This design comes from an exercise in tuning for small area, a short achievable clock period and few clock cycles on the open sky130 flow, not from production work. RTL that was checked went through simulation tests only; none was proved equivalent to the original. Function not checked in run 2: the RTL went through the layout flow alone. Power and IR drop assume default switching activity.

==> flow/design.v <==
package b58enc_pkg;
    localparam int MAX_BYTES_DEF   = 32;
    localparam int DIGIT_SLOTS_DEF = 45;
    localparam int OUT_LIMIT       = 45;
    localparam int RADIX   = 58;
    localparam int BYTE_W  = 8;
    localparam int DIGIT_W = 6;
    localparam int CHAR_W  = 7;
    localparam logic [RADIX*8-1:0] ALPHABET =
        "123456789ABCDEFGHJKLMNPQRSTUVWXYZabcdefghijkmnopqrstuvwxyz";
    localparam logic [CHAR_W-1:0] ONE_CHAR = 7'h31;
    function automatic logic [CHAR_W-1:0] b58_char(input logic [DIGIT_W-1:0] d);
        if (d < DIGIT_W'(9))       b58_char = CHAR_W'(d) + CHAR_W'(8'h31);
        else if (d < DIGIT_W'(17)) b58_char = CHAR_W'(d) + CHAR_W'(8'h38);
        else if (d < DIGIT_W'(22)) b58_char = CHAR_W'(d) + CHAR_W'(8'h39);
        else if (d < DIGIT_W'(33)) b58_char = CHAR_W'(d) + CHAR_W'(8'h3A);
        else if (d < DIGIT_W'(44)) b58_char = CHAR_W'(d) + CHAR_W'(8'h40);
        else                       b58_char = CHAR_W'(d) + CHAR_W'(8'h41);
    endfunction
    function automatic logic dbl_carry(input logic [DIGIT_W-1:0] d);
        dbl_carry = d[5] | (d[4] & d[3] & d[2] & (d[1] | d[0]));
    endfunction
    function automatic logic dbl_carry2(input logic [DIGIT_W-1:0] d, input logic c);
        logic [DIGIT_W-2:0] x;
        x = d[DIGIT_W-2:0];
        if (d[DIGIT_W-1]) dbl_carry2 = (x >= 5'd12) || ((x == 5'd11) && c);
        else              dbl_carry2 = ((x >= 5'd15) && (x <= 5'd28)) || ((x == 5'd14) && c);
    endfunction
    function automatic logic [DIGIT_W-1:0] dbl_digit(input logic [DIGIT_W-1:0] d, input logic g,
                                                     input logic c);
        logic t;
        t = d[1] | d[0];
        dbl_digit = {d[4] ^ (g & d[3] & d[2] & t),
                     d[3] ^ (g & d[2] & t),
                     d[2] ^ (g & t),
                     d[1] ^ (g & !d[0]),
                     d[0] ^ g,
                     c};
    endfunction
endpackage
module base58_encoder_unit #(
    parameter int MAX_BYTES   = b58enc_pkg::MAX_BYTES_DEF,
    parameter int DIGIT_SLOTS = b58enc_pkg::DIGIT_SLOTS_DEF,
    parameter int STEP_BITS   = 4
) (
    input  logic                          i_clk,
    input  logic                          i_rst_n,
    input  logic                          i_in_valid,
    output logic                          o_in_ready,
    input  logic [b58enc_pkg::BYTE_W-1:0] i_in_data_byte,
    input  logic                          i_in_last_byte,
    output logic                          o_out_valid,
    input  logic                          i_out_ready,
    output logic [b58enc_pkg::CHAR_W-1:0] o_out_char,
    output logic                          o_out_last_char,
    output logic                          o_out_overflow
);
    localparam int ND  = 44;                     
    localparam int DW  = b58enc_pkg::DIGIT_W;
    localparam int CW  = b58enc_pkg::CHAR_W;
    localparam int BYW = b58enc_pkg::BYTE_W;
    localparam int BW  = $clog2(MAX_BYTES + 1);
    localparam int NCH = BYW / STEP_BITS;
    localparam int NW  = $clog2(NCH + 1);
    localparam int FW  = CW + 2;                 
    localparam int PW  = $clog2(ND + 1);
    typedef enum logic [1:0] {
        O_IDLE, O_ONES, O_DIG, O_FLUSH
    } t_ostate;
    logic [DW-1:0]     r_dig [ND];
    logic [DW-1:0]     n_dig [ND];
    logic [DW-1:0]     stp   [STEP_BITS+1][ND];
    logic              gc    [STEP_BITS][ND];
    logic [ND-1:0]     r_msk, n_msk;             
    logic [BYW-1:0]    r_nxt, n_nxt;
    logic              r_nxt_e, n_nxt_e;          
    logic              r_nxt_last, n_nxt_last;
    logic [BYW-1:0]    r_sh, n_sh;
    logic [NW-1:0]     r_nb, n_nb;
    logic [BW-1:0]     r_zp, n_zp;
    logic [BW-1:0]     r_bytes, n_bytes;
    logic              r_inzp, n_inzp;
    logic              r_ovf, n_ovf;
    logic              r_done, n_done;
    t_ostate           r_os, n_os;
    logic [BW-1:0]     r_ozp, n_ozp;
    logic              r_oovf, n_oovf;
    logic              r_onum, n_onum;
    logic              r_ofound, n_ofound;
    logic [PW-1:0]     r_opos, n_opos;           
    logic              r_qv, n_qv;
    logic [BW-1:0]     r_qzp, n_qzp;
    logic              r_qovf, n_qovf;
    logic              r_qnum, n_qnum;
    logic [PW-1:0]     r_qpos, n_qpos;           
    logic              r_qadj, n_qadj;
    logic              r_v0, n_v0, r_v1, n_v1;
    logic [FW-1:0]     r_f0, n_f0, r_f1, n_f1;
    logic              sel_st, sel_sh, sel_hd;
    logic              r_stall, n_stall, sure_sh;
    logic              r_rst;                    
    logic              step, last_st, consume, hand, shift, push, pop, fin;
    logic              c_full, c_zero, c_drop, c_zp, c_load;
    logic [FW-1:0]     pdata;
    logic [DW-1:0]     top;
    assign o_in_ready      = r_nxt_e;
    assign o_out_valid     = r_v0;
    assign o_out_char      = r_f0[FW-1 -: CW];
    assign o_out_last_char = r_f0[1];
    assign o_out_overflow  = r_f0[0];
    always_comb begin
        for (int i = 0; i < ND; i++) stp[0][i] = r_dig[i];
        for (int k = 0; k < STEP_BITS; k++) begin
            for (int i = 0; i < ND; i++)
                gc[k][i] = (k != 1 && k != 3) ? b58enc_pkg::dbl_carry(stp[k][i])
                         : b58enc_pkg::dbl_carry2(stp[k-1][i],
                               (i == 0) ? r_sh[BYW-k] : gc[k-1][i-1]);
            for (int i = 0; i < ND; i++) begin
                stp[k+1][i] = b58enc_pkg::dbl_digit(stp[k][i], gc[k][i],
                    (i == 0) ? r_sh[BYW-1-k] : gc[k][i-1]);
            end
        end
    end
    always_comb begin
        top        = r_dig[ND-1];
        n_os       = r_os;
        n_ozp      = r_ozp;
        n_oovf     = r_oovf;
        n_onum     = r_onum;
        n_ofound   = r_ofound;
        n_opos     = r_opos;
        n_qv       = r_qv;
        n_qzp      = r_qzp;
        n_qovf     = r_qovf;
        n_qnum     = r_qnum;
        n_qpos     = r_qpos;
        n_qadj     = r_qadj;
        n_msk      = r_msk;
        shift = 1'b0;
        push  = 1'b0;
        fin   = 1'b0;
        pdata = {b58enc_pkg::ONE_CHAR, 1'b0, r_oovf};
        unique case (r_os)
            O_IDLE: begin
            end
            O_ONES: begin
                if (r_onum && !r_ofound && (top == '0)) shift = 1'b1;
                if (!r_v1) begin
                    push     = 1'b1;
                    pdata[1] = !r_onum && (r_ozp == BW'(1));
                    n_ozp    = r_ozp - BW'(1);
                    if (r_ozp == BW'(1)) begin
                        if (r_onum) n_os = O_DIG;
                        else        fin  = 1'b1;
                    end
                end
            end
            O_DIG: begin
                if (!r_ofound && (top == '0)) begin
                    shift = 1'b1;
                end else if (!r_v1) begin
                    shift    = 1'b1;
                    push     = 1'b1;
                    pdata    = {b58enc_pkg::b58_char(top), r_opos == PW'(1), r_oovf};
                    n_ofound = 1'b1;
                    if (r_opos == PW'(1)) fin = 1'b1;
                end
            end
            O_FLUSH: begin
                shift = 1'b1;
                if (r_opos == PW'(1)) fin = 1'b1;
            end
            default: begin
                fin = 1'b1;
            end
        endcase
        sure_sh = ((r_os == O_DIG) && !r_v1) || (r_os == O_FLUSH);
        step    = (r_nb != '0) && ((sure_sh && !r_msk[0]) || !r_stall);
        last_st = (r_nb == '0) || ((r_nb == NW'(1)) && step);
        hand    = r_done && last_st && !r_qv;
        consume = !r_nxt_e && last_st && (!r_done || !r_qv);
        c_full = !hand && (r_bytes >= BW'(MAX_BYTES));
        c_zero = (hand || r_inzp) && (r_nxt == '0);
        c_drop = consume && c_full;
        c_zp   = consume && !c_full && c_zero;
        c_load = consume && !c_full && !c_zero;
        n_nxt      = r_nxt;
        n_nxt_e    = r_nxt_e || consume;
        n_nxt_last = r_nxt_last;
        if (i_in_valid && r_nxt_e) begin
            n_nxt      = i_in_data_byte;
            n_nxt_last = i_in_last_byte;
            n_nxt_e    = 1'b0;
        end
        n_zp    = hand ? BW'(c_zp) : r_zp + BW'(c_zp);
        n_bytes = hand ? BW'(consume) : r_bytes + BW'(consume && !c_full);
        n_inzp  = (hand || r_inzp) && !c_load;
        n_ovf   = (!hand && r_ovf) || c_drop;
        n_done  = (!hand && r_done) || (consume && r_nxt_last);
        if (c_load) begin
            n_sh = r_nxt;
            n_nb = NW'(NCH);
        end else if (step) begin
            n_sh = r_sh << STEP_BITS;
            n_nb = r_nb - NW'(1);
        end else begin
            n_sh = r_sh;
            n_nb = r_nb;
        end
        if (shift) begin
            n_msk  = r_msk << 1;
            n_opos = r_opos - PW'(1);
        end
        if (fin) n_os = O_IDLE;
        if ((r_os == O_IDLE) || fin) begin
            if (r_qv) begin
                n_qv     = 1'b0;
                n_ozp    = r_qzp;
                n_oovf   = r_qovf;
                n_onum   = r_qnum;
                n_ofound = 1'b0;
                n_opos   = r_qpos + PW'(r_qadj);
                if (r_qzp != '0) n_os = O_ONES;
                else             n_os = O_DIG;
            end else if (hand) begin
                n_ozp    = r_zp;
                n_oovf   = r_ovf;
                n_onum   = !r_inzp;
                n_ofound = 1'b0;
                n_opos   = r_inzp ? PW'(0) : PW'(ND);
                if (r_zp != '0) n_os = O_ONES;
                else            n_os = O_DIG;
            end
        end else if (hand) begin
            n_qv   = 1'b1;
            n_qzp  = r_zp;
            n_qovf = r_ovf;
            n_qnum = !r_inzp;
            n_qpos = r_inzp ? PW'(0) : PW'(ND) - r_opos;
            n_qadj = !r_inzp && shift;
        end
        if (hand && !r_inzp) n_msk = '1;
        n_stall = n_msk[1] || (n_msk[ND-1] && (!shift || step));
        for (int i = 0; i < ND; i++) begin
            sel_st = !r_msk[i] && step;
            sel_sh = r_msk[i] && shift;
            sel_hd = !(sel_st || sel_sh);
            n_dig[i] = ({DW{sel_st}} & stp[STEP_BITS][i])
                     | ({DW{sel_sh}} & ((i == 0) ? DW'(0) : r_dig[i-1]))
                     | ({DW{sel_hd}} & r_dig[i]);
        end
        pop  = r_v0 && i_out_ready;
        n_v0 = r_v0;
        n_v1 = r_v1;
        n_f0 = r_f0;
        n_f1 = r_f1;
        if (pop) begin
            n_f0 = r_f1;
            n_v0 = r_v1;
            n_v1 = 1'b0;
        end
        if (push && !r_rst) begin
            if (!n_v0) begin
                n_f0 = pdata;
                n_v0 = 1'b1;
            end else begin
                n_f1 = pdata;
                n_v1 = 1'b1;
            end
        end
    end
    always_ff @(posedge i_clk) begin
        for (int i = 0; i < ND; i++) r_dig[i] <= n_dig[i];
        r_rst <= !i_rst_n;
        if (!i_rst_n) begin
            r_nxt_e  <= 1'b1;
            r_v0     <= 1'b0;
            r_v1     <= 1'b0;
        end else begin
            r_nxt_e  <= n_nxt_e;
            r_v0     <= n_v0;
            r_v1     <= n_v1;
        end
        if (r_rst) begin
            r_msk    <= '1;
            r_stall  <= 1'b1;
            r_nb     <= '0;
            r_zp     <= '0;
            r_bytes  <= '0;
            r_inzp   <= 1'b1;
            r_ovf    <= 1'b0;
            r_done   <= 1'b0;
            r_os     <= O_FLUSH;
            r_opos   <= PW'(ND);
            r_qv     <= 1'b0;
        end else begin
            r_msk    <= n_msk;
            r_stall  <= n_stall;
            r_nb     <= n_nb;
            r_zp     <= n_zp;
            r_bytes  <= n_bytes;
            r_inzp   <= n_inzp;
            r_ovf    <= n_ovf;
            r_done   <= n_done;
            r_os     <= n_os;
            r_opos   <= n_opos;
            r_qv     <= n_qv;
        end
        r_nxt      <= n_nxt;
        r_nxt_last <= n_nxt_last;
        r_sh       <= n_sh;
        r_ozp      <= n_ozp;
        r_oovf     <= n_oovf;
        r_onum     <= n_onum;
        r_ofound   <= n_ofound;
        r_qzp      <= n_qzp;
        r_qovf     <= n_qovf;
        r_qnum     <= n_qnum;
        r_qpos     <= n_qpos;
        r_qadj     <= n_qadj;
        r_f0       <= n_f0;
        r_f1       <= n_f1;
    end
endmodule
==> flow/flow/run.sh <==
#!/bin/bash
# standard layout (the standard.sh), except:
# - synthesis maps the logic with the ABC script in flow/abc_area.script (more
#   restructuring before an area-oriented mapping); the synthesis passes before ABC and
#   the registers are ORFS's own
# - timing repair (after floorplan, clock tree synthesis and global routing) aims for
#   8 ns of setup slack at the design's 12 ns clock (SETUP_SLACK_MARGIN) instead of 0
# each tool's output goes to a log of its own here (synth.log, layout.log, and ORFS's
# per-step logs under orfs/logs)
set -euo pipefail
WORK=$(pwd)
rm -rf "$WORK/scripts_abc"
cp -r "$FLOW_HOME/scripts" "$WORK/scripts_abc"
cp "$WORK/flow/abc_area.script" "$WORK/scripts_abc/abc_area.script"
bash standard.sh SCRIPTS_DIR="$WORK/scripts_abc" synth > "$WORK/synth.log" 2>&1
bash standard.sh SETUP_SLACK_MARGIN=8.0 > "$WORK/layout.log" 2>&1
==> flow/flow/abc_area.script <==
strash
dc2
balance
rewrite
refactor
balance
rewrite
rewrite -z
balance
refactor -z
rewrite -z
balance
dch -f
map -a -B 0.9
topo
stime -c
buffer -c
upsize -c
dnsize -c
==> flow/standard.sh <==
#!/bin/bash
# synth_recipe.tcl (not shown) runs the flow's synth.tcl, then flattens the netlist and writes it again
# the make line also repeats each setting of config.mk as NAME=value (left out here)
make -C /OpenROAD-flow-scripts/flow DESIGN_CONFIG=/design/flow/config.mk WORK_HOME=/design/flow/orfs CLKGATE_MAP_FILE= SYNTH_SCRIPT=/design/flow/synth_recipe.tcl "${@:-finish}"
==> flow/config.mk <==
export PLATFORM = sky130hd
export DESIGN_NAME = base58_encoder_unit
export DESIGN_NICKNAME = base58_encoder_unit
export VERILOG_FILES = /design/flow/design.v
export SDC_FILE = /design/flow/constraint.sdc
export NUM_CORES = 4
export LEC_CHECK = 0
export ABC_AREA = 1
export CAP_MARGIN = 20
export CORE_MARGIN = 2
export CORE_UTILIZATION = 60
export CTS_CLUSTER_DIAMETER = 80
export CTS_CLUSTER_SIZE = 24
export SLEW_MARGIN = 20
==> flow/constraint.sdc <==
create_clock -name core_clock -period 12.0 [get_ports {i_clk}]
set_input_delay 2.4000 -clock core_clock [delete_from_list [all_inputs] [get_ports {i_clk}]]
set_output_delay 2.4000 -clock core_clock [all_outputs]
set_load 0.01 [all_outputs]
==> impl_metrics.py, run 1 <==
metrics = {
    "logic_synthesis": {
        "syn_avg_cell_area_um2": 6.73,
        "synth-edff-count": 43,
        "netlist.area_leader.share_pct": 22.9,
        "ys_seq_area_share_pct": 27.0,
        "syn-num-nets": 4820,
        "synth-main-ff-cell": "dfxtp_1",
        "ys_warn_count": 6,
        "synthCells": 4615,
        "synth.most_common_cell": "nand2_1",
        "ys_top_cells_by_area": "dfxtp_1, nand2_1, inv_1",
        "netlist_area_um2": 31100,
        "yosys_register_bits": 398,
        "synth_cell_types": 72,
        "async_reset_ff_share_pct": 0,
        "yosysTopAreaCell": "dfxtp_1",
        "synthTopCellsByCount": "nand2_1, inv_1, nor2_1",
    },
    "critical_path": {
        "cp_cell_sequence": "clkdlybuf4s50_1",
        "slowest_stage": "clkdlybuf4s50_1",
        "path_class": "reg -> out",
        "cp_num_buf_inv": 1,
        "cp.arrival_ps": 1540,
        "cpPeakStageDelay_ps": 550,
        "start_kind": "register",
        "cp-end-kind": "primary output",
        "worstPathRequired_ps": 9600,
        "cpLargestDelayFamily": "buffers and inverters",
        "critical_path_peak_fanout": 6,
    },
    "global_routing": {
        "grt-ovfl-total": 0,
        "grt_max_degree": 47,
        "grt_pass1_wl_um": 128000,
        "antenna_found_initial": 0,
        "grt_util_all_layers_pct": 27.5,
        "grt_pass1_vias": 27200,
    },
    "clock_tree": {
        "cts_buffer_depth": 3,
        "clock-sinks": 398,
        "clock_latency_ps": 610,
        "htreeDepth": 1,
        "cts_made_buffers": 29,
        "cts_tree": "done",
        "cts.clk_slew.worst_paths_ps": 90,
        "clock-root-buffer": "clkbuf_16",
    },
    "hold_path": {
        "hold_class": "reg -> reg",
    },
    "timing": {
        "hold_viol_final": 0,
        "tns_ps": 0,
        "finClkSkew_ps": 19.9,
        "max_freq_mhz": 254,
        "finalSetupViolCount": 0,
        "worst-slew-pin-transition_ps": 800,
        "grt_setup_unrepaired": "yes",
        "maxSlewViolCount": 0,
        "min_period_ps": 3940,
        "relSlewSlack_pct": 46.5,
        "post-route-period-util_pct": 32.8,
    },
    "place": {
        "io_buffer_count": 23,
        "hpwl_um": 57700,
        "gp_congestion": 0.899,
    },
    "layout": {
        "finish.utilization_pct": 67.8,
        "nets": 4893,
        "areaGrowthSynthToFinish_pct": 11.9,
        "nFillCells": 4685,
        "drive_gt1_share_pct": 10.7,
        "num_antenna_cells": 0,
    },
    "flow_run": {
        "drv_cap": 0,
    },
    "routing": {
        "avgRoutedWirePerCell_um": 14.4,
        "drt_iter0_markers": 1988,
        "route.detailed.drc": 0,
        "drtPass1Iterations": 5,
        "ant_nets": 0,
        "drt_wl_total_um": 77600,
        "via_count": 30200,
        "routed_via_density": 5.60,
    },
    "die": {
        "num_io_pins": 24,
        "die_y_um": 232,
        "row_count": 83,
        "initial_core_util_pct": 60.6,
        "coreArea_um2": 51300,
        "die_width_um": 232,
        "die-area_um2": 53600,
    },
    "power_and_ir_drop": {
        "irDropWorstVdd_mv": 0.118,
        "p_per_area_nw_per_um2": 207,
        "leakagePower_nw": 15.0,
    },
    "run_status": {
        "status": "timing/DRC/antenna clean",
    },
}
## metrics by stage
stage / worst slack, ps / instances / instance area (µm²) / hold slack (ps) / total power, W
after floorplan: 8590 / 4615 / 31100 / 422 / 0.00487
after global placement: 7670 / 5291 / 32100 / 459 / 0.00568
after detailed placement: 7650 / 5291 / 32100 / 448 / 0.00570
after CTS: 7980 / 5345 / 33300 / 477 / 0.00688
after global routing: 7770 / 5391 / 34800 / 490 / 0.00785
final: 8060 / 5391 / 34800 / 473 / 0.00722
## flip-flops by register name, indices dropped and copies added (netlist names), 8 cells and up
signal / flops
r_dig: 264
r_f0: 9
r_f1: 9
r_msk: 44
r_nxt: 8
r_sh: 8
## path summary, 6_finish.rpt
| kind | startpoint | depth (start not counted) | endpoint | slack, ps |
|---|---|---|---|---|
| setup / recovery | r_v0$_SDFF_PN0_ | 1 | o_out_valid | 8060 |
| setup reg to reg | r_dig[4][3]$_DFF_P_ | 25 | r_dig[6][5]$_DFF_P_ | 8200 |
| hold reg to reg | r_oovf$_DFFE_PP_ | 0 | r_f1[0]$_DFFE_PP_ | 470 |
| hold / removal | r_oovf$_DFFE_PP_ | 0 | r_f1[0]$_DFFE_PP_ | 470 |
## metal layers
layer / track usage (%) / vias to the layer above / share of wire [%]
li1: - / 15700 / -
met1: 38.1 / 13800 / 48
met2: 47.0 / 600 / 47
met3: 2.25 / 78 / 3.9
met4: 5.05 / 0 / 1.2
met5: 0 / - / 0
## area by class of cell
class	instances	area, µm²	area share [%]
multi-input cells	3281	20400	58.5
clock buffers	31	743	2.14
repair buffers	75	621	1.78
clock inverters	23	375	1.08
well taps	680	851	2.45
inverters	903	3400	9.76
flip-flops and latches	398	8450	24.3
## repair_timing
item                       in CTS  in global routing
setup endpoints to repair      17                195
hold buffers                    0                  0
gates resized for setup        11                292
pin swaps                       0                 52
buffers inserted                0                 46
gates cloned                    0                  0
## logic make-up after synthesis
group	Yosys count	synth area share (%)
AND/OR/NAND/NOR	1745	23.1
adder cells (fa/ha/maj)	192	7.73
buffers and inverters	936	11.3
flip-flops	398	27.0
AO/OA/AOI/OAI	1053	22.6
multiplexers	7	0.225
XOR/XNOR	284	8.03
## cell usage in the layout (no fill, tap or decap), drive strengths merged, types with 21 or more instances in the layout
cell type        n
clkdlybuf4s50   23
o211ai          53
nor3            75
a22oi           26
a21oi          196
xor2           198
xnor2           86
buf             52
o21ai          333
a211oi          22
nor4            23
edfxtp          43
inv            913
o221ai         242
nand3          157
ha             192
nand2          849
or2             32
nand4           21
o22ai           31
clkbuf          31
dfxtp          355
nor2           571
a31oi           50
## power by group
| part | total [W] | internal, W | switching (W) | leakage (nW) |
|---|---|---|---|---|
| clock network | 0.00115 | 0.000559 | 0.000588 | 0.538 |
| logic | 0.00398 | 0.00142 | 0.00255 | 11.2 |
| registers | 0.00209 | 0.00172 | 0.000371 | 3.29 |
Testbench counts, summed over its fixed seeds: cycles 8,391.
==> run 2, diff against run 1 <==
--- a/flow/design.v
+++ b/flow/design.v
@@ -7,4 +7,10 @@
     localparam int DIGIT_W = 6;
     localparam int CHAR_W  = 7;
+    localparam int CARRY_W = 9;
+    localparam int SUM_W   = 14;
+    localparam int LEFT_W  = $clog2(OUT_LIMIT + 1);
+    localparam int RECIP_SHIFT = 20;
+    localparam int RECIP_MUL   = (1 << RECIP_SHIFT) / RADIX;
+    localparam int RECIP_W     = 15;
     localparam logic [RADIX*8-1:0] ALPHABET =
         "123456789ABCDEFGHJKLMNPQRSTUVWXYZabcdefghijkmnopqrstuvwxyz";
==> flow/flow/run.sh (replaced) <==
#!/bin/bash
# standard layout, except:
# - synthesis maps the logic with the ABC script in flow/abc_area.script (more
#   restructuring before an area-oriented mapping); the synthesis passes before ABC and
#   the registers are ORFS's own
# - the port buffers that placement puts on every input and output are buf_2 cells
#   rather than the delay-buffer cells buffer_ports picks by default
# each tool's output goes to a log of its own here
set -euo pipefail
WORK=$(pwd)
rm -rf "$WORK/scripts_abc"
cp -r "$FLOW_HOME/scripts" "$WORK/scripts_abc"
cp "$WORK/flow/abc_area.script" "$WORK/scripts_abc/abc_area.script"
bash standard.sh SCRIPTS_DIR="$WORK/scripts_abc" synth > "$WORK/synth.log" 2>&1
bash standard.sh BUFFER_PORTS_ARGS="-buffer_cell sky130_fd_sc_hd__buf_2" > "$WORK/layout.log" 2>&1
--- a/flow/config.mk
+++ b/flow/config.mk
@@ -9,6 +9,4 @@
 export CAP_MARGIN = 20
 export CORE_MARGIN = 2
-export CORE_UTILIZATION = 60
-export CTS_CLUSTER_DIAMETER = 80
-export CTS_CLUSTER_SIZE = 24
+export CORE_UTILIZATION = 40
 export SLEW_MARGIN = 20
==> impl_metrics.py, run 2 <==
metrics = {
    "logic_synthesis": {
        "synth.most_common_cell": "nand2_1",
        "ys_warn_count": 6,
        "synthTopCellsByCount": "nand2_1, inv_1, nor2_1",
        "ys_seq_area_share_pct": 27.0,
        "ys_top_cells_by_area": "dfxtp_1, nand2_1, inv_1",
        "synthCells": 4615,
        "synth-main-ff-cell": "dfxtp_1",
        "syn-num-nets": 4820,
        "async_reset_ff_share_pct": 0,
        "synth_cell_types": 72,
        "synth-edff-count": 43,
        "yosysTopAreaCell": "dfxtp_1",
        "netlist_area_um2": 31100,
        "syn_avg_cell_area_um2": 6.73,
        "yosys_register_bits": 398,
        "netlist.area_leader.share_pct": 22.9,
    },
    "global_routing": {
        "met2_usage_pct": 32.5,
        "grt_busiest_layer": "met2",
        "grt_pass1_vias": 27900,
        "grt-ovfl-total": 0,
        "grt_use_met3_pct": 1.84,
        "antenna_found_initial": 0,
        "grt_util_all_layers_pct": 19.5,
        "grt_pass1_wl_um": 134000,
        "use_met1_pct": 27.4,
        "grt_max_degree": 53,
    },
    "power_and_ir_drop": {
        "leakagePower_nw": 14.7,
        "p_per_area_nw_per_um2": 214,
        "irDropWorstVdd_mv": 0.0990,
    },
    "layout": {
        "layout_common_cells": "nand2_1, inv_1, nor2_1, dfxtp_1, o221ai_1",
        "final_common_cell": "nand2_1",
        "num_antenna_cells": 0,
        "areaGrowthSynthToFinish_pct": 9.79,
        "finish.utilization_pct": 44.2,
        "regMostFlops": "r_dig",
        "largest_reg_flops": 264,
        "nFillCells": 7911,
        "reg.largest.list": "r_dig (264), r_msk (44)",
        "drive_gt1_share_pct": 5.45,
        "nets": 4863,
        "final_area_um2": 34100,
    },
    "timing": {
        "hold_viol_final": 0,
        "hold_slack_ps": 447,
        "post-route-period-util_pct": 36.0,
        "min_period_ps": 4320,
        "relSlewSlack_pct": 27.5,
        "layout_setup_ws_ps": 7680,
        "grt_setup_unrepaired": "no",
        "tns_ps": 0,
        "max_freq_mhz": 231,
        "finClkSkew_ps": 36.1,
        "finalSetupViolCount": 0,
        "worst-slew-pin-transition_ps": 1080,
        "maxSlewViolCount": 0,
    },
    "flow_run": {
        "drv_cap": 0,
    },
    "clock_tree": {
        "cts_setup_buffers": 0,
        "cts_buffer_depth": 3,
        "clock_latency_ps": 600,
        "htreeDepth": 2,
        "hold_buffers": 0,
        "clock-root-buffer": "clkbuf_16",
        "cts_resized": 0,
        "cts_made_buffers": 46,
        "cts_tree": "done",
        "cts.clk_slew.worst_paths_ps": 60,
        "clock-sinks": 398,
    },
    "place": {
        "hpwl_um": 60700,
        "io_buffer_count": 23,
        "gp_congestion": 0.855,
        "placedInstanceArea_um2": 32400,
        "pre_cts_slack_ps": 7730,
    },
    "routing": {
        "ant_nets": 0,
        "avgRoutedWirePerCell_um": 13.8,
        "via_count": 29800,
        "route.detailed.drc": 0,
        "drt_iter0_markers": 1932,
        "routed_via_density": 5.20,
        "drt_wl_total_um": 79000,
        "drtPass1Iterations": 5,
    },
    "critical_path": {
        "worstPathRequired_ps": 12460,
        "start_kind": "register",
        "critical_path_peak_fanout": 11,
        "cp.arrival_ps": 4780,
        "cp-end-kind": "register",
        "r2r_slack_ps": 7680,
        "path_class": "reg -> reg",
    },
    "die": {
        "die_width_um": 283,
        "coreArea_um2": 77200,
        "row_count": 102,
        "initial_core_util_pct": 40.2,
        "die_y_um": 283,
        "num_io_pins": 24,
        "die-area_um2": 79900,
    },
    "hold_path": {
        "hold_class": "reg -> reg",
    },
    "run_status": {
        "status": "timing/DRC/antenna clean",
    },
}
## run 2: area by class of cell
| cell class | instances | area, µm² | share of cell area, % |
|---|---|---|---|
| timing repair buffer | 28 | 153 | 0.447 |
| multi-input combinational | 3281 | 19200 | 56.2 |
| clock buffer | 64 | 1360 | 3.99 |
| tap | 1040 | 1300 | 3.81 |
| clock inverter | 21 | 333 | 0.975 |
| sequential | 398 | 8400 | 24.6 |
| inverter | 903 | 3390 | 9.94 |
## run 2: worst max-delay path, cell delays in order, from the launching register on
cell	delay, ps
dfxtp_1	480
inv_1	210
ha_1	300
nand2_1	120
nor2_1	60
inv_1	110
nor3_1	70
nor4_1	550
nand2_1	110
o31ai_1	170
a31oi_1	110
o21ai_0	240
inv_1	200
a21oi_1	790
inv_1	310
o21ai_0	190
o221ai_1	150
## run 2: worst paths after layout
path	startpoint	end	cells after the start
setup / recovery	r_dig[43][0]$_DFF_P_	r_ozp[0]$_DFF_P_	16
hold / removal	r_sh[4]$_DFFE_PP_	r_dig[0][0]$_DFF_P_	2
setup reg to reg	r_dig[43][0]$_DFF_P_	r_ozp[0]$_DFF_P_	16
hold reg to reg	r_sh[4]$_DFFE_PP_	r_dig[0][0]$_DFF_P_	2
## run 2: power breakdown
group / switching (W) / internal (W) / leakage, nW
Clock: 0.000600 / 0.000964 / 0.835
Sequential: 0.000351 / 0.00171 / 3.28
Combinational: 0.00240 / 0.00129 / 10.6
Total: 0.00336 / 0.00396 / 14.7
## run 2: per-layer routing
metal	wire [µm]	vias to the layer above
met5	0	-
met4	1340	0
met3	3030	89
met2	35000	562
met1	39700	13500
li1	-	15600
## run 2: cells by family after synthesis
kind of cell / after synthesis / share of synthesized area [%]
muxes: 7 / 0.225
and+or+nand+nor: 1745 / 23.1
AOI/OAI and AO/OA: 1053 / 22.6
adders and majority gates: 192 / 7.73
buffers and inverters: 936 / 11.3
xor gates and xnor gates: 284 / 8.03
DFF: 398 / 27.0
## run 2: metrics by stage
step	power [W]	instances
6_report	0.00732	5735
5_1_grt	0.00800	5735
4_1_cts	0.00734	5735
3_5_place_dp	0.00573	5650
3_3_place_gp	0.00573	5650
2_1_floorplan	0.00487	4615

[static timing again, ports no longer ideal]
Ports are ideal in the flow. The routed layouts listed here were re-timed in OpenROAD. Step 1 sets driving cells, clkbuf_16 on the clock port and buf_2 on the other inputs (assumed; they add their load-dependent delay and slew). Step 2 times the ports against the registers' clock, not the clock port: input delays grow and output delays shrink by t, the midpoint of the rising clock arrivals with the driver on. Slacks: ideal / step 1 / step 2; pairs: ideal / step 1.
run | shift t [ns] | setup slack, ns | hold slack, ns
run 1 | 0.666 | 8.065 / 8.002 / 7.922 | 0.473 / 0.473 / 0.473
run 2 | 0.639 | 7.680 / 7.680 / 7.680 | 0.447 / 0.447 / 0.447
After both steps every run listed still meets setup and hold. For run 1, which loses most, drivers alone change the setup slack by -0.063 ns; drivers and shift together by -0.143 ns.
